This is an optimization exercise on Yosys and OpenROAD, whose aim is small area and a short achievable clock period, not a production implementation. Function was checked by simulation only, so behaviour that the tests miss may differ from the original. Power and IR drop assume default switching activity.

Design priority_scan_encoder, start of the top module:
module priority_scan_encoder #(
    parameter int WIDTH     = 256,
    parameter int IDXW      = $clog2(WIDTH),
    parameter bit MSB_FIRST = 1'b1
) (
    input  logic              clk,
    input  logic              rst_n,
    input  logic              in_valid,
    output logic              in_ready,
    input  logic [WIDTH-1:0]  in_vec,
    input  logic              abort,
    output logic              out_valid,
    input  logic              out_ready,
    output logic [IDXW-1:0]   out_index,
    output logic              out_last,
    output logic [IDXW:0]     out_remaining,
    output logic              zero_pulse
);
export LEC_CHECK = 0
export CAP_MARGIN = 20
export CORE_MARGIN = 2
export CORE_UTILIZATION = 55
export CTS_BUF_LIST = sky130_fd_sc_hd__clkbuf_4 sky130_fd_sc_hd__clkbuf_8
export SETUP_SLACK_MARGIN = 4.7
export SLEW_MARGIN = 20
export TNS_END_PERCENT = 100
create_clock -name core_clock -period 10.0 [get_ports {clk}]
standard.sh (not shown) runs the stock make flow with config.mk's settings and CLKGATE_MAP_FILE= SYNTH_SCRIPT=/design/flow/synth_recipe.tcl, a recipe that flattens the netlist after the stock synthesis.
==> flow/flow/run.sh <==
#!/bin/bash
# The standard layout (standard.sh) with two changes:
#  * synthesis: yosys's synth runs with -noabc, so the early quick abc pass
#    does not restructure the popcount tree before full adders are extracted
#    (fewer inverters around the adder cells); everything else in the
#    synthesis script is unchanged, the final abc mapping included.
#  * port buffers are buf_2 cells (BUFFER_PORTS_ARGS) instead of the delay
#    cells the resizer picks by default.
set -euo pipefail
export SYNTH_ARGS=-noabc
export BUFFER_PORTS_ARGS="-inputs -outputs -buffer_cell sky130_fd_sc_hd__buf_2"
bash standard.sh > standard_flow.log 2>&1
Change:
--- a/flow/config.mk
+++ b/flow/config.mk
@@ -11,2 +11 @@
-export CTS_BUF_LIST = sky130_fd_sc_hd__clkbuf_4 sky130_fd_sc_hd__clkbuf_8
-export SETUP_SLACK_MARGIN = 4.7
+export SETUP_SLACK_MARGIN = 4.2
After rerunning: The changed run went through all stages and came out clean. Sequential share of layout area went up by 0.64 points. Cell area went down by 2.0%. Sequential cell count stays the same. Setup slack loses 0.26 ns. Global-route usage went down by 0.55 points.

---

## run A
Starting RTL as in the previous note.
==> flow/config.mk <==
export PLATFORM = sky130hd
export DESIGN_NAME = priority_scan_encoder
export DESIGN_NICKNAME = priority_scan_encoder
export VERILOG_FILES = /design/flow/design.v
export SDC_FILE = /design/flow/constraint.sdc
export NUM_CORES = 4
export LEC_CHECK = 0
export CAP_MARGIN = 20
export CORE_MARGIN = 2
export CORE_UTILIZATION = 35
export CTS_BUF_LIST = sky130_fd_sc_hd__clkbuf_4 sky130_fd_sc_hd__clkbuf_8
export SETUP_SLACK_MARGIN = 4.7
export SLEW_MARGIN = 20
export TNS_END_PERCENT = 100
==> flow/constraint.sdc <==
create_clock -name core_clock -period 10.0 [get_ports {clk}]
set_input_delay 2.0000 -clock core_clock [delete_from_list [all_inputs] [get_ports {clk}]]
set_output_delay 2.0000 -clock core_clock [all_outputs]
set_load 0.01 [all_outputs]
Scripts as last shown in full above: flow/flow/run.sh
Run A was carried through to the last stage, and its layout satisfied the timing, design-rule and antenna checks.
Input changes introduced in run B (baseline for comparison: run A):
Settings: a change of CORE_UTILIZATION from 35 to 55; a change of SETUP_SLACK_MARGIN from 4.7 to 5.0.
Results
- Run A ended up with more cell instances than run B did.
- Number of multi-input combinational cells: run A vs run B — no meaningful difference
- In the tables for run B and run A, worst setup slack reads lower with run A.
- The via count in run B sits about 2.4% above the value recorded for run A.
- Run B vs run A: via count of the first global-routing pass down in run B
- Run B vs run A, clock power share went down by 0.3 points.
#### Input delta (run C over run B)
Settings: CORE_UTILIZATION: 55 -> 70; CTS_BUF_LIST: sky130_fd_sc_hd__clkbuf_4 sky130_fd_sc_hd__clkbuf_8 -> unset; SETUP_SLACK_MARGIN: 5.0 -> 4.7.
### Flow results
- Delta (run C minus run B): wire length per cell after detailed routing higher, clock-buffer cell count shrank by 35%, aggregate routed wire length went up 1.6%, sequential power stayed essentially flat, via count rose about 6%.
- In the metrics for run C and run B, the one carrying the higher power per cell area is run C.
- Against run B, run C comes in 12 points higher on total global-route track usage.
- Setup slack: run C less than run B
- In the flow results for run C and run B, the multi-input combinational cell area is larger on run B.
- Run B has lower sequential share of layout area than run C.
- In run C relative to run B, final area had gone down by a few percent.
- Of the two values seen for critical path launch point, cq[13] was produced by run B and in_vec[87] by run C.

---

## build 37
Starting RTL as in the previous note.
==> flow/config.mk <==
export PLATFORM = sky130hd
export DESIGN_NAME = priority_scan_encoder
export DESIGN_NICKNAME = priority_scan_encoder
export VERILOG_FILES = /design/flow/design.v
export SDC_FILE = /design/flow/constraint.sdc
export NUM_CORES = 4
export LEC_CHECK = 0
export CAP_MARGIN = 20
export CORE_MARGIN = 2
export CORE_UTILIZATION = 35
export SETUP_SLACK_MARGIN = 4.7
export SLEW_MARGIN = 20
export TNS_END_PERCENT = 100
==> flow/constraint.sdc <==
create_clock -name core_clock -period 10.0 [get_ports {clk}]
set_input_delay 2.0000 -clock core_clock [delete_from_list [all_inputs] [get_ports {clk}]]
set_output_delay 2.0000 -clock core_clock [all_outputs]
set_load 0.01 [all_outputs]
Scripts as last shown in full above: flow/flow/run.sh
Here is what was changed in the inputs of build 26 compared with build 37.
Settings: CORE_UTILIZATION changed from 35 to 45; CTS_BUF_LIST newly set to sky130_fd_sc_hd__clkbuf_4 sky130_fd_sc_hd__clkbuf_8.
Results
| wire length | build 26 vs build 37 | better |. Cell area | build 26 vs build 37 | build 26 smaller. Worst setup slack is higher on build 26. The total setup buffers inserted after CTS reported for build 26 is greater than that of build 37 by 5.
diff inputs: build 26 => build 74
Settings: removing CTS_BUF_LIST (formerly sky130_fd_sc_hd__clkbuf_4 sky130_fd_sc_hd__clkbuf_8); changing CORE_UTILIZATION from 45 to 55.
Results
For number of global-route vias before repair, build 26 and build 74 come out practically identical. Looking only at die area, and setting everything else aside, the lower value of build 26 and build 74 goes to build 74. Combinational cell fraction of total power, build 26 and build 74, lower one = build 26. Build 26 → build 74: area growth from synthesis to layout lower; worst setup slack now sits higher; number of buffer and inverter instances along the worst setup path -1.

-- static timing again, ports no longer ideal --
No port has a modelled driver above. Below, the same layouts with a new extraction and two added sets of constraints. Step 1 (the two cells are an assumption about what drives the block):
set clk [get_ports {clk}]
set_driving_cell -lib_cell sky130_fd_sc_hd__clkbuf_16 $clk
set_driving_cell -lib_cell sky130_fd_sc_hd__buf_2 [delete_from_list [all_inputs] $clk]
Step 2 adds t to the input delays and takes it off the output delays; t is the mean of the earliest and latest rising clock arrival at the registers after step 1. Input paths then give back, and output paths get back, about the clock's delay inside the block. Slacks: no drivers / after step 1 / after step 2; pairs: no drivers / after step 1.
| run | t, ns | slack for setup (ns) | hold WS [ns] | worst setup path after step 2 | latest minus earliest clock arrival (ns) |
|---|---|---|---|---|---|
| the first run of note 1 | 0.727 | 4.475 / 4.415 / 3.977 | 0.795 / 0.795 / 0.795 | input to register | 0.031 / 0.030 |
| the second run of note 1 | 0.624 | 4.216 / 4.251 / 3.627 | 0.723 / 0.723 / 0.723 | input to register | 0.018 / 0.018 |
| run A | 0.726 | 4.378 / 4.321 / 3.824 | 0.746 / 0.746 / 0.746 | input to register | 0.037 / 0.037 |
| run B | 0.716 | 4.452 / 4.395 / 3.872 | 0.804 / 0.804 / 0.804 | input to register | 0.031 / 0.031 |
| run C | 0.603 | 4.387 / 4.345 / 3.805 | 0.822 / 0.822 / 0.822 | input to register | 0.024 / 0.024 |
| build 37 | 0.625 | 4.446 / 4.386 / 3.846 | 0.753 / 0.753 / 0.753 | input to register | 0.015 / 0.014 |
| build 26 | 0.718 | 4.475 / 4.413 / 3.928 | 0.710 / 0.710 / 0.710 | input to register | 0.033 / 0.033 |
| build 74 | 0.623 | 4.503 / 4.527 / 3.910 | 0.792 / 0.792 / 0.792 | input to register | 0.028 / 0.028 |
After both steps every run listed still meets setup and hold. The setup slack of build 37, which loses most, moves by -0.060 ns with the drivers and by -0.600 ns with both steps.
